Source: an optimization exercise on an open RTL-to-GDS flow (aim: a short achievable clock period and few clock cycles). Production flows keep margins and buffers that such runs may drop. Only simulation tests tie the RTL to the original design; equivalence was not proved. No activity file was given, so power comes from the tool's default toggle rates.

==> design/flow/design.v <==
module cache_nway #(
  parameter int WAYS      = 4,
  parameter int SETS      = 4,
  parameter int CNT_WIDTH = 16
) (
  input  logic                 clk,
  input  logic                 reset,
  input  logic                 mem_read,
  input  logic                 mem_write,
  input  logic [1:0]           mem_byte_enable,
  input  logic [15:0]          mem_address,
  input  logic [15:0]          mem_wdata,
  output logic [15:0]          mem_rdata,
  output logic                 mem_resp,
  output logic                 pmem_read,
  output logic                 pmem_write,
  output logic [15:0]          pmem_address,
  output logic [127:0]         pmem_wdata,
  input  logic [127:0]         pmem_rdata,
  input  logic                 pmem_resp,
  output logic [CNT_WIDTH-1:0] hit_count,
  output logic [CNT_WIDTH-1:0] miss_count
);
  localparam int WB = $clog2(WAYS);
  localparam int IB = $clog2(SETS);
  localparam int TB = 12 - IB;
  typedef enum logic [1:0] {S_IDLE, S_RESP, S_WRITEBACK, S_ALLOCATE} state_t;
  state_t               r_state;
  logic                 r_valid  [SETS][WAYS];
  logic                 r_dirty  [SETS][WAYS];
  logic [TB-1:0]        r_tag    [SETS][WAYS];
  logic [127:0]         r_data   [SETS][WAYS];
  logic [WAYS-2:0]      r_plru   [SETS];
  logic [WAYS-1:0]      r_vsel   [SETS];         
  logic [127:0]         r_vdata  [SETS];         
  logic [TB-1:0]        r_vtag   [SETS];         
  logic                 r_vdirty [SETS];         
  logic                 r_hit_resp;              
  logic                 r_hit_wr;                
  logic [IB-1:0]        r_index;
  logic [WB-1:0]        r_hit_way;
  logic [WB-1:0]        r_victim;
  logic                 r_hsel   [SETS][WAYS];   
  logic                 r_vline  [SETS][WAYS];   
  logic [15:0]          r_mem_rdata;
  logic                 r_mem_resp;
  logic                 r_pmem_read;
  logic                 r_pmem_write;
  logic [15:0]          r_pmem_address;
  logic [127:0]         r_pmem_wdata;
  logic [CNT_WIDTH-1:0] r_hit_count;
  logic [CNT_WIDTH-1:0] r_miss_count;
  logic [IB-1:0]   w_index;
  logic [TB-1:0]   w_tag;
  logic [2:0]      w_word;
  logic            w_req;
  logic            w_unused;
  logic            w_idle;
  logic [SETS-1:0] w_set_sel;
  logic            w_match [SETS][WAYS];
  logic [WAYS-1:0] w_way_hit;
  logic            w_hit;
  logic [WB-1:0]   w_hit_way;
  logic [WB-1:0]   w_victim;
  logic            w_fill;
  logic            w_done;
  logic [WB-1:0]   w_done_way;
  logic [15:0]     w_hit_word;
  logic [WAYS-2:0] w_plru_next  [SETS];
  logic            w_valid_next [SETS][WAYS];
  logic [WAYS-1:0] w_vsel_next  [SETS];
  assign w_index  = mem_address[4 +: IB];
  assign w_tag    = mem_address[15 -: TB];
  assign w_word   = mem_address[3:1];
  assign w_req    = mem_read | mem_write;
  assign w_unused = mem_address[0];
  assign w_idle   = (r_state == S_IDLE);
  assign w_fill   = (r_state == S_ALLOCATE) && pmem_resp;
  assign w_done   = r_hit_resp || w_fill;
  for (genvar s = 0; s < SETS; s++) begin : g_set
    assign w_set_sel[s] = (w_index == IB'(s));
    for (genvar w = 0; w < WAYS; w++) begin : g_way
      assign w_match[s][w] = w_set_sel[s] && r_valid[s][w] && (r_tag[s][w] == w_tag);
    end
  end
  always_comb begin
    w_way_hit  = '0;
    w_hit_word = '0;
    for (int s = 0; s < SETS; s++) begin
      for (int w = 0; w < WAYS; w++) begin
        w_way_hit[w] = w_way_hit[w] | w_match[s][w];
        w_hit_word   = w_hit_word | (r_data[s][w][{w_word, 4'b0} +: 16] & {16{w_match[s][w]}});
      end
    end
  end
  assign w_hit = |w_way_hit;
  always_comb begin
    w_hit_way = '0;
    w_victim  = '0;
    for (int w = 0; w < WAYS; w++) begin
      if (w_way_hit[w])              w_hit_way = w_hit_way | WB'(w);
      if (r_vsel[w_index][w])        w_victim  = w_victim | WB'(w);
    end
  end
  assign w_done_way = r_hit_resp ? r_hit_way : r_victim;
  always_comb begin
    for (int s = 0; s < SETS; s++) begin
      w_plru_next[s] = r_plru[s];
      for (int w = 0; w < WAYS; w++) w_valid_next[s][w] = r_valid[s][w];
    end
    if (w_done) begin
      w_plru_next[r_index][0] = ~w_done_way[1];
      if (w_done_way[1]) w_plru_next[r_index][2] = ~w_done_way[0];
      else               w_plru_next[r_index][1] = ~w_done_way[0];
    end
    if (w_fill) w_valid_next[r_index][r_victim] = 1'b1;
    for (int s = 0; s < SETS; s++) begin
      w_vsel_next[s] = WAYS'(1) << {w_plru_next[s][0], w_plru_next[s][1 + w_plru_next[s][0]]};
      for (int w = WAYS - 1; w >= 0; w--)
        if (!w_valid_next[s][w]) w_vsel_next[s] = WAYS'(1) << w;
    end
  end
  always_ff @(posedge clk or negedge reset) begin
    if (!reset) begin
      r_state      <= S_IDLE;
      r_hit_resp   <= 1'b0;
      r_hit_wr     <= 1'b0;
      r_index      <= '0;
      r_hit_way    <= '0;
      r_victim     <= '0;
      r_mem_resp   <= 1'b0;
      r_pmem_read  <= 1'b0;
      r_pmem_write <= 1'b0;
      r_hit_count  <= '0;
      r_miss_count <= '0;
      for (int s = 0; s < SETS; s++) begin
        r_plru[s]   <= '0;
        r_vsel[s]   <= WAYS'(1);
        r_vdirty[s] <= 1'b0;
        for (int w = 0; w < WAYS; w++) begin
          r_valid[s][w] <= 1'b0;
          r_dirty[s][w] <= 1'b0;
          r_hsel[s][w]  <= 1'b0;
          r_vline[s][w] <= 1'b0;
        end
      end
    end else begin
      r_hit_resp <= 1'b0;
      case (r_state)
        S_IDLE: begin
          r_index   <= w_index;
          r_hit_wr  <= mem_write;
          r_hit_way <= w_hit_way;
          r_victim  <= w_victim;
          for (int s = 0; s < SETS; s++) begin
            for (int w = 0; w < WAYS; w++) begin
              r_hsel[s][w]  <= w_match[s][w];
              r_vline[s][w] <= w_set_sel[s] && r_vsel[s][w];
            end
          end
          if (w_req) begin
            if (w_hit) begin
              r_hit_resp <= 1'b1;
              r_mem_resp <= 1'b1;
              r_state    <= S_RESP;
            end else if (r_vdirty[w_index]) begin
              r_pmem_write <= 1'b1;
              r_state      <= S_WRITEBACK;
            end else begin
              r_pmem_read <= 1'b1;
              r_state     <= S_ALLOCATE;
            end
          end
        end
        S_RESP: begin
          r_mem_resp <= 1'b0;
          r_state    <= S_IDLE;
        end
        S_WRITEBACK: begin
          if (pmem_resp) begin
            r_pmem_write <= 1'b0;
            r_pmem_read  <= 1'b1;
            r_state      <= S_ALLOCATE;
          end
        end
        S_ALLOCATE: begin
          if (pmem_resp) begin
            r_pmem_read <= 1'b0;
            r_mem_resp  <= 1'b1;
            r_state     <= S_RESP;
            if (r_miss_count != '1) r_miss_count <= r_miss_count + 1'b1;
          end
        end
        default: r_state <= S_IDLE;
      endcase
      for (int s = 0; s < SETS; s++) begin
        r_plru[s] <= w_plru_next[s];
        r_vsel[s] <= w_vsel_next[s];
        for (int w = 0; w < WAYS; w++) r_valid[s][w] <= w_valid_next[s][w];
      end
      if (w_fill) r_dirty[r_index][r_victim] <= mem_write;
      else if (r_hit_resp && r_hit_wr) r_dirty[r_index][r_hit_way] <= 1'b1;
      for (int s = 0; s < SETS; s++) begin
        r_vdirty[s] <= 1'b0;
        for (int w = 0; w < WAYS; w++)
          if (w_vsel_next[s][w] && r_dirty[s][w]) r_vdirty[s] <= 1'b1;
      end
      if (w_done && r_hit_count != '1) r_hit_count <= r_hit_count + 1'b1;
    end
  end
  always_ff @(posedge clk) begin
    for (int s = 0; s < SETS; s++) begin
      for (int w = 0; w < WAYS; w++) begin
        if (w_fill && r_vline[s][w]) begin
          r_tag[s][w]  <= w_tag;
          r_data[s][w] <= pmem_rdata;
          for (int k = 0; k < 8; k++) begin
            if (mem_write && w_word == 3'(k)) begin
              if (mem_byte_enable[1]) r_data[s][w][16*k+8 +: 8] <= mem_wdata[15:8];
              if (mem_byte_enable[0]) r_data[s][w][16*k   +: 8] <= mem_wdata[7:0];
            end
          end
        end else if (r_hit_resp && r_hit_wr && r_hsel[s][w]) begin
          for (int k = 0; k < 8; k++) begin
            if (w_word == 3'(k)) begin
              if (mem_byte_enable[1]) r_data[s][w][16*k+8 +: 8] <= mem_wdata[15:8];
              if (mem_byte_enable[0]) r_data[s][w][16*k   +: 8] <= mem_wdata[7:0];
            end
          end
        end
      end
    end
  end
  always_ff @(posedge clk) begin
    for (int s = 0; s < SETS; s++) begin
      r_vdata[s] <= '0;
      r_vtag[s]  <= '0;
      for (int w = 0; w < WAYS; w++) begin
        if (w_vsel_next[s][w]) begin
          r_vdata[s] <= r_data[s][w];
          r_vtag[s]  <= r_tag[s][w];
        end
      end
    end
    r_pmem_wdata   <= r_vdata[w_index];
    r_pmem_address <= (r_vdirty[w_index] && (w_idle || (r_state == S_WRITEBACK && !pmem_resp)))
                    ? {r_vtag[w_index], w_index, 4'b0} : {mem_address[15:4], 4'b0};
    r_mem_rdata    <= (r_state == S_ALLOCATE) ? pmem_rdata[{w_word, 4'b0} +: 16] : w_hit_word;
  end
  assign mem_rdata    = r_mem_rdata;
  assign mem_resp     = r_mem_resp;
  assign pmem_read    = r_pmem_read;
  assign pmem_write   = r_pmem_write;
  assign pmem_address = r_pmem_address;
  assign pmem_wdata   = r_pmem_wdata;
  assign hit_count    = r_hit_count;
  assign miss_count   = r_miss_count;
endmodule
==> design/flow/run.sh <==
#!/bin/bash
# synth_recipe.tcl (not shown) runs the flow's synth.tcl, then flattens the netlist and writes it again
# the make line also repeats each setting of config.mk as NAME=value (left out here)
make -C /OpenROAD-flow-scripts/flow DESIGN_CONFIG=/design/flow/config.mk WORK_HOME=/design/flow/orfs CLKGATE_MAP_FILE= SYNTH_SCRIPT=/design/flow/synth_recipe.tcl finish
==> design/flow/config.mk <==
export PLATFORM = sky130hd
export DESIGN_NAME = cache_nway
export DESIGN_NICKNAME = cache_nway
export VERILOG_FILES = /design/flow/design.v
export SDC_FILE = /design/flow/constraint.sdc
export NUM_CORES = 4
export LEC_CHECK = 0
export ABC_CLOCK_PERIOD_IN_PS = 2500
export CAP_MARGIN = 20
export CORE_MARGIN = 2
export CORE_UTILIZATION = 45
export PLACE_DENSITY = 0.6
export SETUP_SLACK_MARGIN = 3.5
export SLEW_MARGIN = 20
==> design/flow/constraint.sdc <==
create_clock -name core_clock -period 6.0 [get_ports {clk}]
set_input_delay 1.2000 -clock core_clock [delete_from_list [all_inputs] [get_ports {clk}]]
set_output_delay 1.2000 -clock core_clock [all_outputs]
set_load 0.01 [all_outputs]
==> flow_summary.json, run 1 <==
{
  "clock_skew_ns": 0.0534,
  "worstMarginPinSlew_ns": 1.18,
  "die_w_um": 557,
  "hold_viol": 0,
  "crit_slowest_cell": "mux4_2",
  "gr-total-overflow": 0,
  "finalNetCount": 12000,
  "grtUsageTotal_pct": 50.1,
  "synthArstFlopShare_pct": 4.61,
  "antenna_found_initial": 92,
  "syn_to_final_growth_pct": 45.7,
  "avgRoutedWirePerCell_um": 51.9,
  "max_stage_delay_ns": 0.57,
  "syn_avg_cell_area_um2": 13.4,
  "reg2reg_slack_ns": 2.88,
  "via_per_inst": 7.66,
  "drtIter0Drc": 26600,
  "core-area_um2": 303000,
  "synth_area_um2": 137000,
  "path_common_cell": "buf_16",
  "drc_errors": 0,
  "gp_congestion": 1.06,
  "synth_edf_count": 2208,
  "cts_tree": "done",
  "clk_pin_slew_worst_paths_ns": 0.06,
  "dpl.hpwl_um": 514000,
  "timing.fmax_ghz": 0.318,
  "grt_max_degree": 102,
  "period_share_pct": 52.3,
  "power_density_nw_per_um2": 442,
  "slew_violations": 0,
  "die_h_um": 557,
  "cts_max_path_buffers": 4,
  "clkSinkCount": 3057,
  "routed_wl_um": 839000,
  "crit_start": "mem_address[1]",
  "clk_latency_ns": 1.02,
  "synth_cell_types": 84,
  "cp_data_arrival_time_ns": 4.01,
  "ys_warn_count": 16,
  "p_leak_nw": 69.0,
  "worstPathRequired_ns": 6.87,
  "synth_ff_type": "edfxtp_1",
  "path_class": "in2reg",
  "vdd_drop_max_mv": 0.340,
  "fin_util_pct": 66.0,
  "cp-start-kind": "input port",
  "clockRootBuffer": "clkbuf_16",
  "vias": 124000,
  "path_max_fanout": 7,
  "synthCells": 10300,
  "start_util_pct": 45.3,
  "cts_made_buffers": 333,
  "drt-pass1-iter-count": 11,
  "r2r_end": "r_vdata[3][38]",
  "place_ws_ns": 0.823,
  "rows": 202,
  "r2r_start": "r_state[0]",
  "h-tree-depth": 5,
  "ys_seq_elements": 3057,
  "crit_path_end_kind": "register",
  "synth_seq_area_share_pct": 61.1,
  "ctsHoldBuffers": 0,
  "io_buffers": 356,
  "min_period_ns": 3.14,
  "maxCapViolCount": 0,
  "r2r_cells": 14,
  "hp-class": "in2async",
  "ant_nets": 0,
  "layout-drive-gt1-share_pct": 48.4,
  "grt_pass1_vias": 110000,
  "crit_buf_inv": 7,
  "rsz0062_at_grt": "true",
  "dieArea_um2": 310000,
  "setup-tns-final_ns": 0,
  "slew_headroom_pct": 21.3,
  "finalWorstSetupSlack_ns": 2.86,
  "setup-violations-final": 0,
  "ioPinCount": 362,
  "status": "no timing/DRC/antenna violations",
  "grt_pass1_wl_um": 1020000,
  "crit_chain": "buf_16 > buf_16 > buf_6 > buf_16 > buf_6 > buf_12 > mux4_2 > mux2i_4 > o221ai_4 > nor3_4 > a31oi_1 > buf_4",
  "cp_top_family": "multiplexers"
}
==> worst max path at each step <==
| stage | to | slack, ns | cells after the start |
|---|---|---|---|
| after floorplan | r_data[10][71] | 2.86 | 6 |
| after global placement | r_mem_rdata[14] | 0.86 | 8 |
| after detailed placement | r_data[7][92] | 0.82 | 7 |
| after CTS | r_mem_rdata[11] | 3.05 | 11 |
| after global routing | r_mem_rdata[2] | 2.93 | 11 |
| final | r_mem_rdata[12] | 2.86 | 12 |
==> layer usage <==
metal | wire [µm] | GRT usage, % | vias up
li1 | - | - | 44400
met1 | 258000 | 59.4 | 61500
met2 | 321000 | 67.8 | 14000
met3 | 148000 | 22.6 | 3723
met4 | 111000 | 45.2 | 56
met5 | 692 | 0.0617 | -
==> cells by family (layout without fill, tap and decap cells) <==
kind of cell / count (synthesis) / after routing / share of synthesized area [%]
AO/OA/AOI/OAI: 3687 / 3689 / 16.4
flip-flops: 3057 / 3057 / 61.1
AND/OR/NAND/NOR: 1203 / 1214 / 3.69
multiplexers: 1102 / 1102 / 14.3
buffers and inverters: 1035 / 2853 / 3.27
XOR/XNOR: 190 / 190 / 1.21
adder cells (fa/ha/maj): 2 / 2 / 0.0182
other: 1 / 59 / 0.00273
==> final cells by class <==
| type | count | area [µm²] |
|---|---|---|
| inverters | 42 | 529 |
| repair inverters | 36 | 519 |
| well taps | 3978 | 4980 |
| clock buffers | 488 | 10000 |
| fillers | 20900 | 103000 |
| clock inverters | 127 | 1160 |
| diodes | 55 | 138 |
| flip-flops and latches | 3057 | 84300 |
| repair buffers | 2160 | 30800 |
| multi-input cells | 6201 | 67900 |
==> synthesized netlist by cell type, drive strengths merged (5+ instances only) <==
cell type | instances | area, µm²
and3 | 5 | 36.3
a22oi | 215 | 1620
clkbuf | 592 | 2220
a221oi | 414 | 4250
nor4 | 27 | 169
nand2 | 231 | 867
o221ai | 32 | 280
nand3b | 11 | 82.6
inv | 40 | 150
dfrtp | 137 | 3430
mux4 | 685 | 15400
a21oi | 2092 | 10500
nor2b | 22 | 138
nor2 | 761 | 2920
a31oi | 19 | 138
o22a | 32 | 280
edfxtp | 2208 | 66300
o21ai | 289 | 1450
nor3 | 55 | 275
and4 | 9 | 78.8
xor2 | 155 | 1360
a31o | 10 | 87.6
nand2b | 7 | 43.8
and2 | 6 | 37.5
a21boi | 6 | 52.5
o22ai | 480 | 3000
nand4 | 16 | 100
xnor2 | 35 | 307
mux2 | 29 | 327
a222oi | 33 | 330
a22o | 16 | 140
dfxtp | 708 | 14200
mux2i | 388 | 3890
buf | 401 | 2110
a211oi | 18 | 140
nand3 | 34 | 175
or2 | 5 | 31.3
a21o | 8 | 60.1
==> through the flow <==
stage,instances,hold slack (ns),instance area [µm²],power (mW)
2_1_floorplan,10300,0.438,150000,40.5
3_3_place_gp,14100,0.469,155000,50.7
3_5_place_dp,14100,0.459,155000,50.9
4_1_cts,15700,0.311,189000,82.9
5_1_grt,16100,0.300,200000,88.2
6_report,16100,0.254,200000,88.4
==> layout by cell type (no fill, tap or decap), drive strengths merged, types with 32 or more instances in the layout <==
| cell | n |
|---|---|
| nor2 | 761 |
| a221oi | 414 |
| a222oi | 33 |
| dfxtp | 708 |
| buf | 1941 |
| nand3 | 35 |
| o22ai | 480 |
| diode | 55 |
| o221ai | 32 |
| clkinv | 111 |
| mux2i | 388 |
| xnor2 | 35 |
| o22a | 32 |
| edfxtp | 2208 |
| a22oi | 215 |
| mux4 | 685 |
| nand2 | 240 |
| clkdlybuf4s50 | 129 |
| clkbuf | 552 |
| inv | 69 |
| a21oi | 2092 |
| o21ai | 289 |
| dfrtp | 137 |
| xor2 | 155 |
| nor3 | 55 |
==> power breakdown <==
group | leakage, nW | switching (mW) | internal (mW)
Clock | 5.50 | 9.16 | 12.3
Sequential | 27.6 | 4.15 | 26.4
Combinational | 35.9 | 21.2 | 15.2
==> state kept, by name (all words and copies together), names as in the netlist, 2 cells and up <==
signal	count
r_data	2048
r_dirty	16
r_hit_count	16
r_hit_way	2
r_hsel	16
r_index	2
r_mem_rdata	16
r_miss_count	16
r_plru	12
r_pmem_address	12
r_pmem_wdata	128
r_state	2
r_tag	160
r_valid	16
r_vdata	512
r_vdirty	4
r_victim	2
r_vline	16
r_vsel	16
r_vtag	40
==> worst reg2reg max path, cell delays in order (launching register included) <==
cell       delay, ns
dfrtp_2         0.45
buf_4           0.19
a31o_4          0.30
nand2_4         0.13
nor2_4          0.05
buf_4           0.13
buf_4           0.12
buf_4           0.14
o2bb2ai_4       0.16
a211o_4         0.23
buf_4           0.41
clkbuf_16       0.32
clkbuf_16       0.20
o22ai_2         0.07
nor2_1          0.14
==> repair_timing <==
item,in CTS,in global routing
pin swaps,661,361
endpoints found under the setup margin,5155,3296
setup buffers,752,342
gates cloned,194,85
gates resized for setup,2664,1094
Testbench counts, summed over its fixed seeds: cycles 100,836.
==> inputs of run 2 (changes only) <==
--- a/design/flow/config.mk
+++ b/design/flow/config.mk
@@ -8,7 +8,7 @@
 export ABC_CLOCK_PERIOD_IN_PS = 2500
 export CAP_MARGIN = 20
 export CORE_MARGIN = 2
-export CORE_UTILIZATION = 45
-export PLACE_DENSITY = 0.6
+export CORE_UTILIZATION = 50
+export PLACE_DENSITY = 0.65
 export SETUP_SLACK_MARGIN = 3.5
 export SLEW_MARGIN = 20
==> run 2 against run 1 <==
Via count grew 1.7%. Critical path type unchanged. Maximum frequency is 12% lower. Combinational power grew 2%. Clock skew grew 0.0041 ns. Design area shrank 0.55%. Sequential cell count stayed put. Cell count decreased by 2.2%. Hold slack lost 0.19 ns. Critical endpoint is now r_mem_rdata[8]. Still clean on timing, DRC and antenna. Count of clock-buffer cells in the layout fell by 5. Critical path depth did not move. Die area is 9.9% lower.
==> flow_summary.json, run 2 <==
{
  "min_period_ns": 3.58,
  "gp_congestion": 1.13,
  "pwr-share-clk_pct": 23.8,
  "synth_edf_count": 2208,
  "r2r_cells": 16,
  "p_sw_mw": 35.4,
  "largest_register": "r_data",
  "p_seq_share_pct": 34.9,
  "crit_chain": "buf_16 > buf_16 > buf_6 > buf_12 > buf_16 > buf_4 > mux4_2 > mux2i_1 > o22a_2 > o221ai_1 > nor3_2 > a31oi_4",
  "via_per_inst": 7.96,
  "vias": 126000,
  "syn_to_final_growth_pct": 44.9,
  "clk_latency_ns": 1.00,
  "crit_buf_inv": 6,
  "max_stage_delay_ns": 0.56,
  "fin_util_pct": 72.8,
  "synth_most_common_cell": "edfxtp_1",
  "clk_pin_slew_worst_paths_ns": 0.06,
  "crit_slowest_cell": "o22a_2",
  "p_comb_share_pct": 41.3,
  "slew_headroom_pct": 11.9,
  "antenna_found_initial": 78,
  "clockRootBuffer": "clkbuf_16",
  "timing.hold.ws_ns": 0.0598,
  "drtIter0Drc": 27000,
  "r2r_start": "r_hit_resp",
  "synthMuxAreaShare_pct": 14.3,
  "synth_cell_types": 84,
  "synth_top_area_share_pct": 48.2,
  "clock_skew_ns": 0.0576,
  "cp.depth": 12,
  "power_switching_share_pct": 39.3,
  "synthAdderAreaFrac_pct": 0.0182,
  "status": "no timing/DRC/antenna violations",
  "gr-total-overflow": 0,
  "layout-drive-gt1-share_pct": 47.7,
  "core-area_um2": 274000,
  "cp_data_arrival_time_ns": 4.35,
  "io_buffers": 356,
  "synth_compound_area_share_pct": 16.4,
  "die_w_um": 528,
  "rsz0062_at_grt": "true",
  "setup-violations-final": 0,
  "finalWorstSetupSlack_ns": 2.42,
  "ant_nets": 0,
  "largest_register_ffs": 2048,
  "yosys-top-cells-area": "edfxtp_1, mux4_2, dfxtp_1",
  "path_common_cell": "buf_16",
  "power_density_nw_per_um2": 452,
  "mostFrequentLayoutCell": "edfxtp_1",
  "grt_max_degree": 126,
  "hp-class": "in2async",
  "h-tree-depth": 5,
  "rows": 192,
  "finalNetCount": 12000,
  "grt_pass1_wl_um": 1020000,
  "synth-simple-area-share_pct": 3.69,
  "vdd_drop_max_mv": 0.330,
  "ioPinCount": 362,
  "synth_xor_xnor_area_share_pct": 1.21,
  "worstMarginPinSlew_ns": 1.30,
  "period_share_pct": 59.6,
  "drt-pass1-iter-count": 10,
  "clkSinkCount": 3057,
  "cts_max_path_buffers": 4,
  "synth_area_leader_cell": "edfxtp_1",
  "synthArstFlopShare_pct": 4.61,
  "ys_seq_elements": 3057,
  "dieArea_um2": 279000,
  "cts_made_buffers": 336,
  "synth_ff_type": "edfxtp_1",
  "grt_pass1_vias": 112000,
  "routed_wl_um": 816000,
  "grtUsageTotal_pct": 55.0,
  "ys_warn_count": 16,
  "place_ws_ns": 0.897,
  "syn_avg_cell_area_um2": 13.4,
  "p_leak_nw": 68.9,
  "r2r_end": "r_vtag[2][5]",
  "avgRoutedWirePerCell_um": 51.7,
  "cp-start-kind": "input port",
  "worstPathRequired_ns": 6.78,
  "drc_errors": 0,
  "top_regs": "r_data (2048), r_vdata (512), r_tag (160)",
  "path_max_fanout": 8,
  "die_h_um": 528,
  "intPower_mw": 54.6,
  "crit_path_end_kind": "register",
  "layout_common_cells": "edfxtp_1, a21oi_1, buf_4",
  "reg2reg_slack_ns": 2.67,
  "hold_viol": 0,
  "timing.fmax_ghz": 0.279,
  "cts_tree": "done",
  "synth_top_family_by_area": "compound AO/OA/AOI/OAI gates",
  "setup-tns-final_ns": 0,
  "slew_violations": 0,
  "power_mw": 90.0,
  "synth_area_um2": 137000,
  "start_util_pct": 50.2,
  "synthCells": 10300,
  "cp_top_family": "compound AO/OA/AOI/OAI gates",
  "maxCapViolCount": 0,
  "path_class": "in2reg",
  "dpl.hpwl_um": 498000,
  "ys_top_cells_by_count": "edfxtp_1, a21oi_1, nor2_1",
  "synth_seq_area_share_pct": 61.1
}
run 2: cell counts after synthesis:
Identical to the previous run, type by type.
run 2: cell families (layout without fill, tap and decap cells):
| group | after synthesis | in the layout |
|---|---|---|
| AOI/OAI and AO/OA | 3687 | 3696 |
| DFF | 3057 | 3057 |
| and+or+nand+nor | 1203 | 1213 |
| muxes | 1102 | 1102 |
| buffers and inverters | 1035 | 2856 |
| xor gates and xnor gates | 190 | 190 |
| adders and majority gates | 2 | 2 |
| other | 1 | 81 |
run 2: cell type report:
| type | instances | area, µm² |
|---|---|---|
| inverters | 42 | 537 |
| fillers | 16700 | 74500 |
| multi-input cells | 6207 | 67600 |
| repair buffers | 2166 | 30600 |
| well taps | 3589 | 4490 |
| clock buffers | 483 | 9790 |
| diodes | 77 | 193 |
| flip-flops and latches | 3057 | 84300 |
| repair inverters | 25 | 307 |
| clock inverters | 140 | 1280 |
run 2: power by group through the flow:
stage / logic [mW] / clock network, mW / registers [mW]
after floorplan: 12.9 / 0 / 27.7
after global placement: 20.1 / 0 / 30.6
after detailed placement: 20.3 / 0 / 30.7
after CTS: 31.9 / 21.0 / 30.5
after global routing: 36.7 / 21.9 / 30.8
final: 37.1 / 21.4 / 31.4
run 2: worst max path at each step:
stage / startpoint / to
after global placement: pmem_resp / r_vdata[1][8]
after detailed placement: pmem_resp / r_data[14][33]
after floorplan: mem_address[1] / r_data[10][71]
final: mem_address[1] / r_mem_rdata[8]
after CTS: r_hit_resp / r_vdata[1][36]
after global routing: mem_address[1] / r_mem_rdata[8]
run 2: metal layers:
| metal | part of all wire (%) | vias to the layer above | wire, µm | track usage, % |
|---|---|---|---|---|
| met5 | 0.31 | - | 2530 | 1.45 |
| met4 | 13 | 76 | 109000 | 51.8 |
| met3 | 19 | 4484 | 152000 | 28.5 |
| met2 | 38 | 15100 | 313000 | 73.7 |
| met1 | 29 | 61600 | 240000 | 62.4 |
| li1 | - | 44500 | - | - |
run 2: timing repair:
action,CTS,global route
endpoints found under the hold margin,0,0
resized for setup,2954,629
setup buffers,690,434
endpoints found under the setup margin,5121,3313
hold buffers,0,0
gates cloned,222,41
pin swaps,580,472
run 2: metrics by stage:
stage	std cells	instance area (µm²)
CTS	15200	189000
floorplan	10300	150000
global route	15700	199000
global placement	13700	155000
finish	15800	199000
detailed placement	13700	155000
==> inputs of run 3 (changes only) <==
--- a/design/flow/design.v
+++ b/design/flow/design.v
@@ -37,6 +37,9 @@
   logic                 r_vdirty [SETS];         
   logic                 r_hit_resp;              
   logic                 r_hit_wr;                
+  logic [7:0]           r_wr_word;               
+  logic [1:0]           r_wr_be;                 
+  logic [15:0]          r_wr_data;               
   logic [IB-1:0]        r_index;
   logic [WB-1:0]        r_hit_way;
   logic [WB-1:0]        r_victim;
@@ -125,6 +128,9 @@
       r_state      <= S_IDLE;
       r_hit_resp   <= 1'b0;
       r_hit_wr     <= 1'b0;
+      r_wr_word    <= '0;
+      r_wr_be      <= '0;
+      r_wr_data    <= '0;
       r_index      <= '0;
       r_hit_way    <= '0;
       r_victim     <= '0;
@@ -150,6 +156,9 @@
         S_IDLE: begin
           r_index   <= w_index;
           r_hit_wr  <= mem_write;
+          r_wr_word <= 8'(1) << w_word;
+          r_wr_be   <= mem_write ? mem_byte_enable : 2'b00;
+          r_wr_data <= mem_wdata;
           r_hit_way <= w_hit_way;
           r_victim  <= w_victim;
           for (int s = 0; s < SETS; s++) begin
@@ -215,16 +224,16 @@
           r_tag[s][w]  <= w_tag;
           r_data[s][w] <= pmem_rdata;
           for (int k = 0; k < 8; k++) begin
-            if (mem_write && w_word == 3'(k)) begin
-              if (mem_byte_enable[1]) r_data[s][w][16*k+8 +: 8] <= mem_wdata[15:8];
-              if (mem_byte_enable[0]) r_data[s][w][16*k   +: 8] <= mem_wdata[7:0];
-            end
-          end
-        end else if (r_hit_resp && r_hit_wr && r_hsel[s][w]) begin
+            if (r_wr_word[k]) begin
+              if (r_wr_be[1]) r_data[s][w][16*k+8 +: 8] <= r_wr_data[15:8];
+              if (r_wr_be[0]) r_data[s][w][16*k   +: 8] <= r_wr_data[7:0];
+            end
+          end
+        end else if (r_hit_resp && r_hsel[s][w]) begin
           for (int k = 0; k < 8; k++) begin
-            if (w_word == 3'(k)) begin
-              if (mem_byte_enable[1]) r_data[s][w][16*k+8 +: 8] <= mem_wdata[15:8];
-              if (mem_byte_enable[0]) r_data[s][w][16*k   +: 8] <= mem_wdata[7:0];
+            if (r_wr_word[k]) begin
+              if (r_wr_be[1]) r_data[s][w][16*k+8 +: 8] <= r_wr_data[15:8];
+              if (r_wr_be[0]) r_data[s][w][16*k   +: 8] <= r_wr_data[7:0];
             end
           end
         end
@@ -245,7 +254,7 @@
     r_pmem_wdata   <= r_vdata[w_index];
     r_pmem_address <= (r_vdirty[w_index] && (w_idle || (r_state == S_WRITEBACK && !pmem_resp)))
                     ? {r_vtag[w_index], w_index, 4'b0} : {mem_address[15:4], 4'b0};
-    r_mem_rdata    <= (r_state == S_ALLOCATE) ? pmem_rdata[{w_word, 4'b0} +: 16] : w_hit_word;
+    r_mem_rdata    <= w_hit_word | ((r_state == S_ALLOCATE) ? pmem_rdata[{w_word, 4'b0} +: 16] : 16'b0);
   end
   assign mem_rdata    = r_mem_rdata;
   assign mem_resp     = r_mem_resp;
--- a/design/flow/config.mk
+++ b/design/flow/config.mk
@@ -8,7 +8,7 @@
 export ABC_CLOCK_PERIOD_IN_PS = 2500
 export CAP_MARGIN = 20
 export CORE_MARGIN = 2
-export CORE_UTILIZATION = 50
-export PLACE_DENSITY = 0.65
-export SETUP_SLACK_MARGIN = 3.5
+export CORE_UTILIZATION = 38
+export PLACE_DENSITY = 0.55
+export SETUP_SLACK_MARGIN = 3.2
 export SLEW_MARGIN = 20
==> run 3 against run 2 <==
Worst setup slack better by 0.064 ns. Sequential share of layout area is 2.4 points higher. Synthesized cell count is 9.2% higher. Largest power group unchanged. Critical path depth is 5 lower.
==> flow_summary.json, run 3 <==
{
  "status": "no timing/DRC/antenna violations",
  "cts_made_buffers": 344,
  "vdd_drop_max_mv": 0.375,
  "instances_no_fill": 17400,
  "crit_buf_inv": 2,
  "placedCellCount": 15900,
  "cts_tree": "done",
  "place_area_um2": 156000,
  "ant_nets": 0,
  "dpl.hpwl_um": 551000,
  "synth_top_area_share_pct": 47.0,
  "crit_path_end_kind": "register",
  "start_util_pct": 38.2,
  "power_density_nw_per_um2": 535,
  "synth_cell_types": 86,
  "clkSinkCount": 3083,
  "ys_warn_count": 16,
  "via_per_inst": 7.22,
  "drc_errors": 0,
  "clock_skew_ns": 0.0636,
  "timing.fmax_ghz": 0.285,
  "setup-tns-final_ns": 0,
  "maxCapViolCount": 0,
  "cp_data_arrival_time_ns": 4.30,
  "slew_violations": 0,
  "setup-violations-final": 0,
  "dieArea_um2": 376000,
  "crit_chain": "buf_12 > nand2_2 > buf_4 > o22a_1 > o211ai_1 > a211oi_2 > nand3_2",
  "routed_wl_um": 843000,
  "hold_viol": 0,
  "fillCellCount": 31200,
  "rows": 223,
  "hp-class": "in2async",
  "clk_pin_slew_worst_paths_ns": 0.06,
  "mostFrequentLayoutCell": "edfxtp_1",
  "synth_ff_type": "edfxtp_1",
  "gr-total-overflow": 0,
  "grt_pass1_wl_um": 1030000,
  "synthCells": 11200,
  "rsz0062_at_grt": "true",
  "synth_edf_count": 2208,
  "path_max_fanout": 10,
  "h-tree-depth": 5,
  "slew_headroom_pct": 13.6,
  "largest_register_ffs": 2048,
  "clk_latency_ns": 1.01,
  "period_share_pct": 58.6,
  "ys_top_cells_by_count": "edfxtp_1, a21oi_1, o22ai_1",
  "gp_congestion": 1.14,
  "synth_seq_area_share_pct": 60.0,
  "finalInstanceArea_um2": 190000,
  "p_leak_nw": 67.0,
  "finalNetCount": 12200,
  "r2r_cells": 7,
  "yosys-top-cells-area": "edfxtp_1, mux4_2, dfxtp_1",
  "clockRootBuffer": "clkbuf_16",
  "synth_most_common_cell": "edfxtp_1",
  "top_regs": "r_data (2048), r_vdata (512), r_tag (160)",
  "core-area_um2": 369000,
  "power_mw": 101,
  "grt_max_degree": 140,
  "synthArstFlopShare_pct": 5.42,
  "io_buffers": 356,
  "cts_max_path_buffers": 4,
  "antenna_found_initial": 112,
  "worstMarginPinSlew_ns": 1.29,
  "ctsHoldBuffers": 0,
  "drtIter0Drc": 25200,
  "max_stage_delay_ns": 0.67,
  "avgRoutedWirePerCell_um": 48.4,
  "worstPathRequired_ns": 6.78,
  "grt_pass1_vias": 110000,
  "largest_register": "r_data",
  "cp_top_family": "compound AO/OA/AOI/OAI gates",
  "path_class": "reg2reg",
  "ioPinCount": 362,
  "synth_area_leader_cell": "edfxtp_1",
  "synth_area_um2": 141000,
  "syn_to_final_growth_pct": 34.3,
  "die_w_um": 613,
  "vias": 126000,
  "syn_avg_cell_area_um2": 12.6,
  "r2r_end": "r_mem_rdata[13]",
  "layout_common_cells": "edfxtp_1, a21oi_1, mux4_2",
  "layout-drive-gt1-share_pct": 36.2,
  "min_period_ns": 3.51,
  "regArea_um2": 84800,
  "drt-pass1-iter-count": 8,
  "multi_input_area_um2": 65600,
  "crit_slowest_cell": "nand2_2",
  "reg2reg_slack_ns": 2.49,
  "grtUsageTotal_pct": 41.2,
  "die_h_um": 613,
  "r2r_start": "r_state[1]",
  "cp-start-kind": "register",
  "ys_seq_elements": 3083
}
-- run 3: cell types whose count changed in the layout (fill, tap and decap cells not counted), sizes merged, moves of 68 or more --
cell | previous run | this run
buf | 1976 | 1240
nand2 | 241 | 689
o22ai | 480 | 757
a21o | 8 | 261
a22oi | 215 | 1
nor2 | 761 | 578
a221oi | 414 | 281
a31oi | 19 | 149
a211oi | 18 | 144
inv | 64 | 189
mux2i | 388 | 318
dlygate4sd2 | 0 | 68
-- run 3: repair_timing --
item                                    4_1_cts  5_1_grt
resized for setup                          1570     1400
pin swaps                                   115      547
setup buffers                               275      271
hold endpoints to repair                      0        0
cloned                                       91      117
endpoints found under the setup margin     5106     1110
-- run 3: how the worst max path moves through the flow --
stage                    from         endpoint  slack, ns  depth (start not counted)
2_1_floorplan  mem_address[1]   r_mem_rdata[4]       3.06                          9
3_3_place_gp   mem_address[1]   r_mem_rdata[2]       0.80                          9
3_5_place_dp   mem_address[1]   r_mem_rdata[2]       0.81                          9
4_1_cts            r_state[1]    r_vdata[3][6]       2.93                         15
5_1_grt            r_state[1]  r_mem_rdata[13]       2.68                          7
6_report           r_state[1]  r_mem_rdata[13]       2.49                          7
-- run 3: layer usage --
metal	vias to the layer above	GRT usage, %	part of all wire [%]
met5	-	0.594	0.053
met4	58	36.7	12
met3	3280	16.8	17
met2	13400	56.4	39
met1	63000	49.4	33
li1	46000	-	-
-- run 3: through the flow --
step                utilization [%]  hold WS, ns  setup slack [ns]
detailed placement             42.2        0.478             0.810
global placement               42.2        0.473             0.802
finish                         51.3        0.221              2.49
floorplan                         -        0.446              3.06
global route                   51.3        0.285              2.68
CTS                            47.9        0.238              2.93
-- run 3: area by class of cell --
class                      instances  share of cell area [%]
sequential                      3083                    44.7
clock inverter                   150                   0.878
timing repair inverter             1                 0.00462
clock buffer                     491                    5.31
antenna                          108                   0.143
tap                             4950                    3.27
multi-input combinational       6867                    34.6
inverter                         178                   0.387
timing repair buffer            1598                    10.7
-- run 3: worst reg2reg max path, cell delays in order (launching register included) --
cell and delay, ns:
dfrtp_4 0.57, buf_12 0.17, nand2_2 0.68, buf_4 0.48
o22a_1 0.20, o211ai_1 0.50, a211oi_2 0.43, nand3_2 0.27
-- run 3: power by group --
| part | total [mW] | switching (mW) | internal, mW | leakage (nW) |
|---|---|---|---|---|
| Sequential | 33.7 | 4.78 | 28.9 | 28.1 |
| Clock | 22.6 | 9.45 | 13.1 | 5.78 |
| Combinational | 45.1 | 28.9 | 16.2 | 33.1 |
| Total | 101 | 43.1 | 58.2 | 67.0 |
-- run 3: logic make-up after synthesis --
kind of cell / Yosys count / synth area share, %
flops: 3083 / 60.0
other cells: 1 / 0.00266
xor+xnor: 187 / 1.16
compound gates: 4125 / 17.2
mux: 1032 / 13.4
simple gates: 1485 / 4.32
fa+ha+maj: 2 / 0.0177
buf+inv: 1311 / 3.89
Testbench counts of run 3, summed over its fixed seeds: cycles 100,836.
==> inputs of run 4 (changes only) <==
--- a/design/flow/design.v
+++ b/design/flow/design.v
@@ -47,6 +47,7 @@
   logic                 r_vline  [SETS][WAYS];   
   logic [15:0]          r_mem_rdata;
   logic                 r_mem_resp;
+  logic                 r_alloc_wr;              
   logic                 r_pmem_read;
   logic                 r_pmem_write;
   logic [15:0]          r_pmem_address;
@@ -72,6 +73,9 @@
   logic [WAYS-2:0] w_plru_next  [SETS];
   logic            w_valid_next [SETS][WAYS];
   logic [WAYS-1:0] w_vsel_next  [SETS];
+  logic            w_alloc;
+  logic [WAYS-1:0] w_vsel_copy  [SETS];     
+  logic [7:0]      r_fill_sel;              
   assign w_index  = mem_address[4 +: IB];
   assign w_tag    = mem_address[15 -: TB];
   assign w_word   = mem_address[3:1];
@@ -80,6 +84,25 @@
   assign w_idle   = (r_state == S_IDLE);
   assign w_fill   = (r_state == S_ALLOCATE) && pmem_resp;
   assign w_done   = r_hit_resp || w_fill;
+  assign w_alloc  = (r_state == S_ALLOCATE);
+  function automatic logic [WAYS-1:0] f_next_victim(input logic [WAYS-2:0] plru,
+                                                    input logic [WAYS-1:0] valid,
+                                                    input logic done, input logic fill,
+                                                    input logic [WB-1:0] way);
+    logic [WAYS-1:0] v;
+    logic [WAYS-2:0] p;
+    p = plru;
+    v = valid;
+    if (done) begin
+      p[0] = ~way[1];
+      if (way[1]) p[2] = ~way[0];
+      else        p[1] = ~way[0];
+    end
+    if (fill) v[way] = 1'b1;
+    f_next_victim = WAYS'(1) << {p[0], p[1 + p[0]]};
+    for (int w = WAYS - 1; w >= 0; w--)
+      if (!v[w]) f_next_victim = WAYS'(1) << w;
+  endfunction
   for (genvar s = 0; s < SETS; s++) begin : g_set
     assign w_set_sel[s] = (w_index == IB'(s));
     for (genvar w = 0; w < WAYS; w++) begin : g_way
@@ -118,9 +141,13 @@
     end
     if (w_fill) w_valid_next[r_index][r_victim] = 1'b1;
     for (int s = 0; s < SETS; s++) begin
-      w_vsel_next[s] = WAYS'(1) << {w_plru_next[s][0], w_plru_next[s][1 + w_plru_next[s][0]]};
-      for (int w = WAYS - 1; w >= 0; w--)
-        if (!w_valid_next[s][w]) w_vsel_next[s] = WAYS'(1) << w;
+      logic [WAYS-1:0] v;
+      for (int w = 0; w < WAYS; w++) v[w] = r_valid[s][w];
+      w_vsel_next[s] = f_next_victim(r_plru[s], v, w_done && r_index == IB'(s),
+                                     w_fill && r_index == IB'(s), w_done_way);
+      w_vsel_copy[s] = f_next_victim(r_plru[s], v,
+                                     (r_hit_resp || w_alloc) && r_index == IB'(s),
+                                     w_alloc && r_index == IB'(s), w_done_way);
     end
   end
   always_ff @(posedge clk or negedge reset) begin
@@ -135,6 +162,8 @@
       r_hit_way    <= '0;
       r_victim     <= '0;
       r_mem_resp   <= 1'b0;
+      r_alloc_wr   <= 1'b0;
+      r_fill_sel   <= '0;
       r_pmem_read  <= 1'b0;
       r_pmem_write <= 1'b0;
       r_hit_count  <= '0;
@@ -152,6 +181,10 @@
       end
     end else begin
       r_hit_resp <= 1'b0;
+      r_fill_sel <= '0;
+      if ((w_idle && w_req && !w_hit) || r_state == S_WRITEBACK ||
+          (w_alloc && !pmem_resp))
+        r_fill_sel <= 8'(1) << w_word;
       case (r_state)
         S_IDLE: begin
           r_index   <= w_index;
@@ -177,6 +210,7 @@
               r_state      <= S_WRITEBACK;
             end else begin
               r_pmem_read <= 1'b1;
+              r_alloc_wr  <= mem_write;
               r_state     <= S_ALLOCATE;
             end
           end
@@ -189,14 +223,16 @@
           if (pmem_resp) begin
             r_pmem_write <= 1'b0;
             r_pmem_read  <= 1'b1;
+            r_alloc_wr   <= mem_write;
             r_state      <= S_ALLOCATE;
           end
         end
         S_ALLOCATE: begin
           if (pmem_resp) begin
             r_pmem_read <= 1'b0;
-            r_mem_resp  <= 1'b1;
-            r_state     <= S_RESP;
+            r_alloc_wr  <= 1'b0;
+            r_mem_resp  <= !r_alloc_wr;
+            r_state     <= r_alloc_wr ? S_IDLE : S_RESP;
             if (r_miss_count != '1) r_miss_count <= r_miss_count + 1'b1;
           end
         end
@@ -212,7 +248,7 @@
       for (int s = 0; s < SETS; s++) begin
         r_vdirty[s] <= 1'b0;
         for (int w = 0; w < WAYS; w++)
-          if (w_vsel_next[s][w] && r_dirty[s][w]) r_vdirty[s] <= 1'b1;
+          if (w_vsel_copy[s][w] && r_dirty[s][w]) r_vdirty[s] <= 1'b1;
       end
       if (w_done && r_hit_count != '1) r_hit_count <= r_hit_count + 1'b1;
     end
@@ -245,7 +281,7 @@
       r_vdata[s] <= '0;
       r_vtag[s]  <= '0;
       for (int w = 0; w < WAYS; w++) begin
-        if (w_vsel_next[s][w]) begin
+        if (w_vsel_copy[s][w]) begin
           r_vdata[s] <= r_data[s][w];
           r_vtag[s]  <= r_tag[s][w];
         end
@@ -254,10 +290,12 @@
     r_pmem_wdata   <= r_vdata[w_index];
     r_pmem_address <= (r_vdirty[w_index] && (w_idle || (r_state == S_WRITEBACK && !pmem_resp)))
                     ? {r_vtag[w_index], w_index, 4'b0} : {mem_address[15:4], 4'b0};
-    r_mem_rdata    <= w_hit_word | ((r_state == S_ALLOCATE) ? pmem_rdata[{w_word, 4'b0} +: 16] : 16'b0);
+    r_mem_rdata    <= w_hit_word;
+    for (int k = 0; k < 8; k++)
+      if (r_fill_sel[k]) r_mem_rdata <= w_hit_word | pmem_rdata[16*k +: 16];
   end
   assign mem_rdata    = r_mem_rdata;
-  assign mem_resp     = r_mem_resp;
+  assign mem_resp     = r_mem_resp || (r_alloc_wr && pmem_resp);
   assign pmem_read    = r_pmem_read;
   assign pmem_write   = r_pmem_write;
   assign pmem_address = r_pmem_address;
--- a/design/flow/config.mk
+++ b/design/flow/config.mk
@@ -8,7 +8,7 @@
 export ABC_CLOCK_PERIOD_IN_PS = 2500
 export CAP_MARGIN = 20
 export CORE_MARGIN = 2
-export CORE_UTILIZATION = 38
-export PLACE_DENSITY = 0.55
-export SETUP_SLACK_MARGIN = 3.2
+export CORE_UTILIZATION = 45
+export PLACE_DENSITY = 0.6
+export SETUP_SLACK_MARGIN = 3.5
 export SLEW_MARGIN = 20
==> run 4 against run 3 <==
Clock power down 2%. Utilization increased by 16 points. Cell count up 0.56%. Via count rose by 10%. Count of clock-buffer cells in the layout is 42 lower. Sequential power is essentially flat. Total power rose by 3.4%. Maximum frequency is 1.5% higher. Combinational power up 9.1%. Critical endpoint is now r_vdata[0][40].
==> flow_summary.json, run 4 <==
{
  "clk_latency_ns": 1.06,
  "synth_cell_types": 83,
  "worstPathRequired_ns": 6.90,
  "p_leak_nw": 71.5,
  "grt_max_degree": 105,
  "finalNetCount": 12900,
  "gr-total-overflow": 0,
  "path_max_fanout": 8,
  "status": "no timing/DRC/antenna violations",
  "rows": 204,
  "hold_viol": 0,
  "finalInstanceArea_um2": 209000,
  "synth_top_area_share_pct": 47.4,
  "avgRoutedWirePerCell_um": 51.8,
  "ys_warn_count": 17,
  "mostFrequentLayoutCell": "edfxtp_1",
  "ys_seq_elements": 3092,
  "power_density_nw_per_um2": 501,
  "setup-violations-final": 0,
  "slew_headroom_pct": 11.4,
  "slew_violations": 0,
  "grtUsageTotal_pct": 51.3,
  "core-area_um2": 309000,
  "place_area_um2": 152000,
  "synth_area_um2": 140000,
  "p_sw_mw": 45.0,
  "clkSinkCount": 3092,
  "die_h_um": 561,
  "path_class": "reg2reg",
  "intPower_mw": 59.8,
  "worstMarginPinSlew_ns": 1.31,
  "ctsHoldBuffers": 0,
  "clk_pin_slew_worst_paths_ns": 0.07,
  "top_regs": "r_data (2048), r_vdata (512), r_tag (160)",
  "period_share_pct": 57.7,
  "h-tree-depth": 5,
  "power_switching_share_pct": 43.0,
  "grt_pass1_vias": 117000,
  "yosys-top-cells-area": "edfxtp_1, mux4_2, dfxtp_1",
  "layout_common_cells": "edfxtp_1, a21oi_1, buf_4",
  "largest_register_ffs": 2048,
  "synth_edf_count": 2208,
  "clock_skew_ns": 0.0866,
  "via_per_inst": 7.92,
  "die_w_um": 561,
  "crit_path_end_kind": "register",
  "synth_ff_type": "edfxtp_1",
  "min_period_ns": 3.46,
  "p_comb_share_pct": 47.0,
  "cts_max_path_buffers": 4,
  "layout-drive-gt1-share_pct": 49.3,
  "ioPinCount": 362,
  "synth_seq_area_share_pct": 60.7,
  "pwr-share-clk_pct": 21.2,
  "antenna_found_initial": 171,
  "p_seq_share_pct": 31.9,
  "ant_nets": 0,
  "ys_top_cells_by_count": "edfxtp_1, a21oi_1, nor2_1",
  "timing.fmax_ghz": 0.289,
  "synth_area_leader_cell": "edfxtp_1",
  "drtIter0Drc": 30400,
  "syn_to_final_growth_pct": 49.8,
  "maxCapViolCount": 0,
  "io_buffers": 356,
  "setup-tns-final_ns": 0,
  "drt-pass1-iter-count": 16,
  "grt_pass1_wl_um": 1070000,
  "rsz0062_at_grt": "true",
  "drc_errors": 0,
  "hp-class": "in2async",
  "start_util_pct": 45.2,
  "cp_data_arrival_time_ns": 4.36,
  "gp_congestion": 1.10,
  "cts_tree": "done",
  "cp-start-kind": "register",
  "dieArea_um2": 315000,
  "cts_made_buffers": 334,
  "vias": 139000,
  "largest_register": "r_data",
  "routed_wl_um": 907000,
  "synthCells": 10900,
  "clockRootBuffer": "clkbuf_16",
  "synthArstFlopShare_pct": 5.69,
  "syn_avg_cell_area_um2": 12.8,
  "dpl.hpwl_um": 513000,
  "synth_most_common_cell": "edfxtp_1",
  "vdd_drop_max_mv": 0.462
}
run 4: final timing paths:
kind                                 start               to  slack [ns]  cells past startpoint
setup / recovery                r_index[1]   r_vdata[0][40]        2.54                     14
hold reg to reg            r_hit_count[13]  r_hit_count[13]        0.50                      1
setup reg to reg                r_index[1]   r_vdata[0][40]        2.54                     14
min in group core_clock    r_hit_count[13]  r_hit_count[13]        0.50                      1
hold / removal                       reset     r_wr_data[2]        0.17                      1
max in group asynchronous            reset       r_hit_resp        4.43                      2
run 4: layout make-up:
cell class	count	area [µm²]
clock buffers	449	9540
repair buffers	2402	35500
multi-input cells	6797	70900
well taps	4120	5150
clock inverters	174	1840
fillers	20000	99700
diodes	433	1080
flip-flops and latches	3092	85100
inverters	56	210
run 4: logic make-up after synthesis:
| logic type | Yosys count | synth area share (%) |
|---|---|---|
| adders and majority gates | 7 | 0.0626 |
| xor gates and xnor gates | 190 | 1.19 |
| DFF | 3092 | 60.7 |
| and+or+nand+nor | 1823 | 5.44 |
| other | 1 | 0.00268 |
| muxes | 1093 | 13.7 |
| buffers and inverters | 1100 | 3.33 |
| AOI/OAI and AO/OA | 3632 | 15.5 |
run 4: through the flow:
stage                     hold slack [ns]  setup WS (ns)  instances  util [%]  power [mW]
final                               0.172           2.54      17500      67.7         105
after global routing                0.306           2.64      17400      67.6         104
after CTS                           0.282           2.92      16500      62.5        92.7
after detailed placement            0.477          0.978      14700      49.2        58.6
after global placement              0.474          0.923      14700      49.2        58.1
after floorplan                     0.448           2.83      10900         -        44.7
run 4: layer usage:
layer  GRT usage [%]  vias to the layer above  part of all wire, %
li1                -                    47200                    -
met1            58.6                    67600                   29
met2            65.3                    18100                   37
met3            32.3                     5810                   21
met4            44.3                       78                   13
met5            5.95                        -                 0.42
run 4: worst max-delay path: stages, from the launching register on:
cell     delay, ns
dfrtp_2       0.48
buf_4         0.18
nor2_1        0.46
o21ai_4       0.17
mux2i_4       0.25
buf_6         0.14
o41ai_4       0.38
and2_4        0.22
buf_12        0.20
buf_16        0.18
buf_8         0.14
buf_12        0.12
buf_4         0.11
nand2_1       0.08
a31oi_4       0.22
run 4: power groups by stage:
stage | clock network [mW] | registers, mW | logic, mW
floorplan | 0 | 29.4 | 15.3
global placement | 0 | 32.2 | 26.0
detailed placement | 0 | 32.2 | 26.5
CTS | 21.7 | 32.0 | 39.0
global route | 22.6 | 32.8 | 48.7
finish | 22.2 | 33.4 | 49.2
run 4: what timing repair did:
item,4_1_cts,5_1_grt
setup buffers,914,474
gates resized for setup,3377,1683
endpoints found under the hold margin,0,0
cloned,232,113
endpoints found under the setup margin,5179,3410
pin swaps,889,604
Testbench counts of run 4, summed over its fixed seeds: cycles 99,066.
==> inputs of run 5 (changes only) <==
--- a/design/flow/design.v
+++ b/design/flow/design.v
@@ -74,7 +74,9 @@
   logic            w_valid_next [SETS][WAYS];
   logic [WAYS-1:0] w_vsel_next  [SETS];
   logic            w_alloc;
-  logic [WAYS-1:0] w_vsel_copy  [SETS];     
+  logic [WAYS-1:0] w_post_hit   [SETS];     
+  logic [WAYS-1:0] w_post_fill  [SETS];     
+  logic [WAYS-1:0] r_csel       [SETS];     
   logic [7:0]      r_fill_sel;              
   assign w_index  = mem_address[4 +: IB];
   assign w_tag    = mem_address[15 -: TB];
@@ -142,12 +144,18 @@
     if (w_fill) w_valid_next[r_index][r_victim] = 1'b1;
     for (int s = 0; s < SETS; s++) begin
       logic [WAYS-1:0] v;
+      logic [WB-1:0]   vw;
       for (int w = 0; w < WAYS; w++) v[w] = r_valid[s][w];
       w_vsel_next[s] = f_next_victim(r_plru[s], v, w_done && r_index == IB'(s),
                                      w_fill && r_index == IB'(s), w_done_way);
-      w_vsel_copy[s] = f_next_victim(r_plru[s], v,
-                                     (r_hit_resp || w_alloc) && r_index == IB'(s),
-                                     w_alloc && r_index == IB'(s), w_done_way);
+      vw = '0;
+      for (int w = 0; w < WAYS; w++)
+        if (r_vsel[s][w]) vw = vw | WB'(w);
+      w_post_fill[s] = f_next_victim(r_plru[s], v, 1'b1, 1'b1, vw);
+      w_post_hit[s]  = '0;
+      for (int h = 0; h < WAYS; h++)
+        if (w_way_hit[h])
+          w_post_hit[s] = w_post_hit[s] | f_next_victim(r_plru[s], v, 1'b1, 1'b0, WB'(h));
     end
   end
   always_ff @(posedge clk or negedge reset) begin
@@ -171,6 +179,7 @@
       for (int s = 0; s < SETS; s++) begin
         r_plru[s]   <= '0;
         r_vsel[s]   <= WAYS'(1);
+        r_csel[s]   <= WAYS'(1);
         r_vdirty[s] <= 1'b0;
         for (int w = 0; w < WAYS; w++) begin
           r_valid[s][w] <= 1'b0;
@@ -246,9 +255,17 @@
       if (w_fill) r_dirty[r_index][r_victim] <= mem_write;
       else if (r_hit_resp && r_hit_wr) r_dirty[r_index][r_hit_way] <= 1'b1;
       for (int s = 0; s < SETS; s++) begin
+        if (w_idle && w_req && w_hit)
+          r_csel[s] <= (w_index == IB'(s)) ? w_post_hit[s] : r_vsel[s];
+        else if (w_idle && w_req && !r_vdirty[w_index])
+          r_csel[s] <= (w_index == IB'(s)) ? w_post_fill[s] : r_vsel[s];
+        else if ((r_state == S_WRITEBACK && pmem_resp) || w_alloc)
+          r_csel[s] <= (r_index == IB'(s)) ? w_post_fill[s] : r_vsel[s];
+        else if (r_state != S_RESP)
+          r_csel[s] <= r_vsel[s];
         r_vdirty[s] <= 1'b0;
         for (int w = 0; w < WAYS; w++)
-          if (w_vsel_copy[s][w] && r_dirty[s][w]) r_vdirty[s] <= 1'b1;
+          if (r_csel[s][w] && r_dirty[s][w]) r_vdirty[s] <= 1'b1;
       end
       if (w_done && r_hit_count != '1) r_hit_count <= r_hit_count + 1'b1;
     end
@@ -281,7 +298,7 @@
       r_vdata[s] <= '0;
       r_vtag[s]  <= '0;
       for (int w = 0; w < WAYS; w++) begin
-        if (w_vsel_copy[s][w]) begin
+        if (r_csel[s][w]) begin
           r_vdata[s] <= r_data[s][w];
           r_vtag[s]  <= r_tag[s][w];
         end
--- a/design/flow/config.mk
+++ b/design/flow/config.mk
@@ -8,7 +8,7 @@
 export ABC_CLOCK_PERIOD_IN_PS = 2500
 export CAP_MARGIN = 20
 export CORE_MARGIN = 2
-export CORE_UTILIZATION = 45
-export PLACE_DENSITY = 0.6
+export CORE_UTILIZATION = 50
+export PLACE_DENSITY = 0.65
 export SETUP_SLACK_MARGIN = 3.5
 export SLEW_MARGIN = 20
==> run 5 against run 4 <==
Design area decreased by 16%. Total power decreased by 22%. Die area decreased by 7.3%. Global-route usage decreased by 7.3 points. Maximum frequency increased by 3.3%. Sequential cell count increased by 16. Utilization decreased by 6.2 points. Non-clock buffer count decreased by 1304. Still clean on timing, DRC and antenna. Clock skew decreased by 0.019 ns. Via count decreased by 14%. Sequential share of layout area increased by 8.0 points.
==> flow_summary.json, run 5 <==
{
  "status": "no timing/DRC/antenna violations",
  "maxCapViolCount": 0,
  "ys_top_cells_by_count": "a21oi_1, edfxtp_1, nor2_1",
  "r2r_start": "r_tag[12][3]",
  "cp-start-kind": "input port",
  "rsz0062_at_grt": "true",
  "path_max_fanout": 23,
  "hp-class": "in2async",
  "drc_errors": 0,
  "syn_avg_cell_area_um2": 11.8,
  "dieArea_um2": 292000,
  "setup-tns-final_ns": 0,
  "ioPinCount": 362,
  "core-area_um2": 286000,
  "mostFrequentLayoutCell": "a21oi_1",
  "synthMuxAreaShare_pct": 13.3,
  "vias": 120000,
  "worstPathRequired_ns": 6.78,
  "period_share_pct": 55.9,
  "power_density_nw_per_um2": 468,
  "via_per_inst": 7.07,
  "routed_wl_um": 670000,
  "syn_to_final_growth_pct": 22.1,
  "synth-simple-area-share_pct": 6.83,
  "die_h_um": 540,
  "largest_register": "r_data",
  "synthCells": 12200,
  "layout_common_cells": "a21oi_1, edfxtp_1, nor2_1",
  "finalWorstSetupSlack_ns": 2.65,
  "synth_area_leader_cell": "edfxtp_1",
  "finalInstanceArea_um2": 176000,
  "place_ws_ns": 0.973,
  "reg2reg_slack_ns": 2.74,
  "synth_edf_count": 2208,
  "ant_nets": 0,
  "clk_latency_ns": 0.98,
  "synth_ff_type": "edfxtp_1",
  "clock_skew_ns": 0.0677,
  "h-tree-depth": 5,
  "grtUsageTotal_pct": 44.0,
  "start_util_pct": 50.4,
  "timing.hold.ws_ns": 0.320,
  "die_w_um": 540,
  "drtIter0Drc": 25000,
  "r2r_cells": 8,
  "grt_pass1_vias": 108000,
  "clockRootBuffer": "clkbuf_16",
  "clk_pin_slew_worst_paths_ns": 0.06,
  "timing.fmax_ghz": 0.298,
  "min_period_ns": 3.35,
  "slew_headroom_pct": 10.9,
  "dpl.hpwl_um": 483000,
  "clkSinkCount": 3108,
  "vdd_drop_max_mv": 0.494,
  "avgRoutedWirePerCell_um": 39.6,
  "synth_top_area_share_pct": 46.1,
  "cp_data_arrival_time_ns": 4.14,
  "place_area_um2": 154000,
  "ys_seq_elements": 3108,
  "drt-pass1-iter-count": 10,
  "top_regs": "r_data (2048), r_vdata (512), r_tag (160)",
  "synth_top_family_by_area": "compound AO/OA/AOI/OAI gates",
  "r2r_end": "r_mem_rdata[0]",
  "cts_tree": "done",
  "synth_area_um2": 144000,
  "setup-violations-final": 0,
  "p_leak_nw": 59.4,
  "cts_made_buffers": 331,
  "synth_most_common_cell": "a21oi_1",
  "finalNetCount": 12700,
  "ys_warn_count": 19,
  "cts_max_path_buffers": 4,
  "placedCellCount": 15600,
  "instances_no_fill": 16900,
  "yosys-top-cells-area": "edfxtp_1, mux4_2, dfxtp_1",
  "fillCellCount": 22000,
  "worstMarginPinSlew_ns": 1.34,
  "synth_seq_area_share_pct": 59.3,
  "synthAdderAreaFrac_pct": 0.0609,
  "layout-drive-gt1-share_pct": 25.5,
  "rows": 196,
  "synthArstFlopShare_pct": 6.18,
  "synth_xor_xnor_area_share_pct": 1.16,
  "synth_compound_area_share_pct": 16.1,
  "antenna_found_initial": 120,
  "crit_path_end_kind": "register",
  "hold_viol": 0,
  "synth_cell_types": 77,
  "slew_violations": 0,
  "io_buffers": 356,
  "grt_pass1_wl_um": 881000,
  "path_class": "in2reg",
  "grt_max_degree": 209,
  "largest_register_ffs": 2048,
  "gr-total-overflow": 0,
  "gp_congestion": 1.13
}
## run 5: cells by family after synthesis
| logic type | after synthesis |
|---|---|
| other | 1 |
| AOI/OAI and AO/OA | 4248 |
| xor gates and xnor gates | 190 |
| adders and majority gates | 7 |
| muxes | 1094 |
| DFF | 3108 |
| and+or+nand+nor | 2417 |
| buffers and inverters | 1159 |
## run 5: layout make-up
| type | instances | area (µm²) | area share [%] |
|---|---|---|---|
| repair inverters | 4 | 42.5 | 0.0242 |
| diodes | 327 | 818 | 0.466 |
| well taps | 3762 | 4710 | 2.68 |
| multi-input cells | 7979 | 60500 | 34.4 |
| repair buffers | 1098 | 12900 | 7.35 |
| inverters | 28 | 134 | 0.0762 |
| clock inverters | 132 | 1150 | 0.653 |
| flip-flops and latches | 3108 | 85500 | 48.7 |
| clock buffers | 485 | 9920 | 5.64 |
## run 5: what timing repair did
item	CTS	global route
gates cloned	40	11
pin swaps	126	46
resized for setup	1750	289
endpoints found under the setup margin	4613	1137
buffers inserted	286	86
hold buffers	0	0
## run 5: stage by stage
step | utilization (%) | total power, mW
5_1_grt | 61.5 | 83.8
6_report | 61.5 | 82.3
3_5_place_dp | 54.0 | 56.9
4_1_cts | 60.4 | 79.0
2_1_floorplan | - | 44.3
3_3_place_gp | 54.0 | 56.2
## run 5: critical path, stage by stage
cell and delay (ns):
buf_16 0.13, buf_4 0.14, buf_12 0.14, buf_16 0.25, mux4_2 0.60, mux2i_2 0.40, o22ai_1 0.13, or4_4 0.54
nor4_4 0.19, buf_6 0.22, o211ai_1 0.12
## run 5: routing by layer
metal / routed length, µm / track usage, % / vias up
met2: 265000 / 57.8 / 11700
met4: 44600 / 24.1 / 42
met1: 227000 / 57.8 / 58900
li1: - / - / 47300
met5: 709 / 0.444 / -
met3: 133000 / 23.5 / 1718
## run 5: worst max path at each step
stage                               start               to  slack [ns]  cells after the start
after global routing       mem_address[1]   r_mem_rdata[0]        2.71                      9
after floorplan           mem_address[13]     r_csel[0][1]        2.65                     11
after detailed placement   mem_address[1]   r_mem_rdata[2]        0.97                     10
after global placement     mem_address[1]   r_mem_rdata[2]        0.92                     10
after CTS                  mem_address[3]   r_mem_rdata[2]        2.81                     10
final                      mem_address[1]  r_mem_rdata[13]        2.65                     11
## run 5: report_power, final
| part | internal, mW | leakage (nW) | switching (mW) |
|---|---|---|---|
| registers | 28.3 | 28.3 | 4.12 |
| logic | 8.73 | 25.6 | 20.0 |
| clock network | 12.0 | 5.47 | 9.12 |
Testbench counts of run 5, summed over its fixed seeds: cycles 99,066.

[re-timing with driven ports]
No port has a modelled driver above. Below, the same layouts with a new extraction and two added sets of constraints. Step 1 sets driving cells, clkbuf_16 on the clock port and buf_2 on the other inputs (assumed; they add their load-dependent delay and slew). Step 2 moves the port delays by t, midway between the first and last clock arrival at a register: inputs arrive t later, outputs are due t later. That takes back most of the time a late clock gives input paths. a / b / c = ideal / step 1 / step 2; a / b = the first two.
run | shift t [ns] | slack for setup (ns) | hold WS [ns] | worst setup path after step 2 | clock arrival spread, ns | cell pins on the clock port's net
run 1 | 1.117 | 2.859 / 2.540 / 1.423 | 0.254 / 0.340 / 0.475 | input to register | 0.067 / 0.068 | 1
run 2 | 1.074 | 2.422 / 2.111 / 1.037 | 0.060 / -0.006 / 0.488 | input to register | 0.062 / 0.062 | 1
run 3 | 1.115 | 2.485 / 2.350 / 1.236 | 0.221 / 0.127 / 0.491 | input to register | 0.072 / 0.071 | 1
run 4 | 1.135 | 2.536 / 2.536 / 1.429 | 0.172 / 0.089 / 0.495 | input to register | 0.101 / 0.101 | 1
run 5 | 1.056 | 2.646 / 2.498 / 1.442 | 0.320 / 0.247 / 0.451 | input to register | 0.071 / 0.071 | 1
After both steps setup and hold are still met in every run listed. For run 1, which loses most, drivers alone change the setup slack by -0.319 ns; drivers and shift together by -1.436 ns.
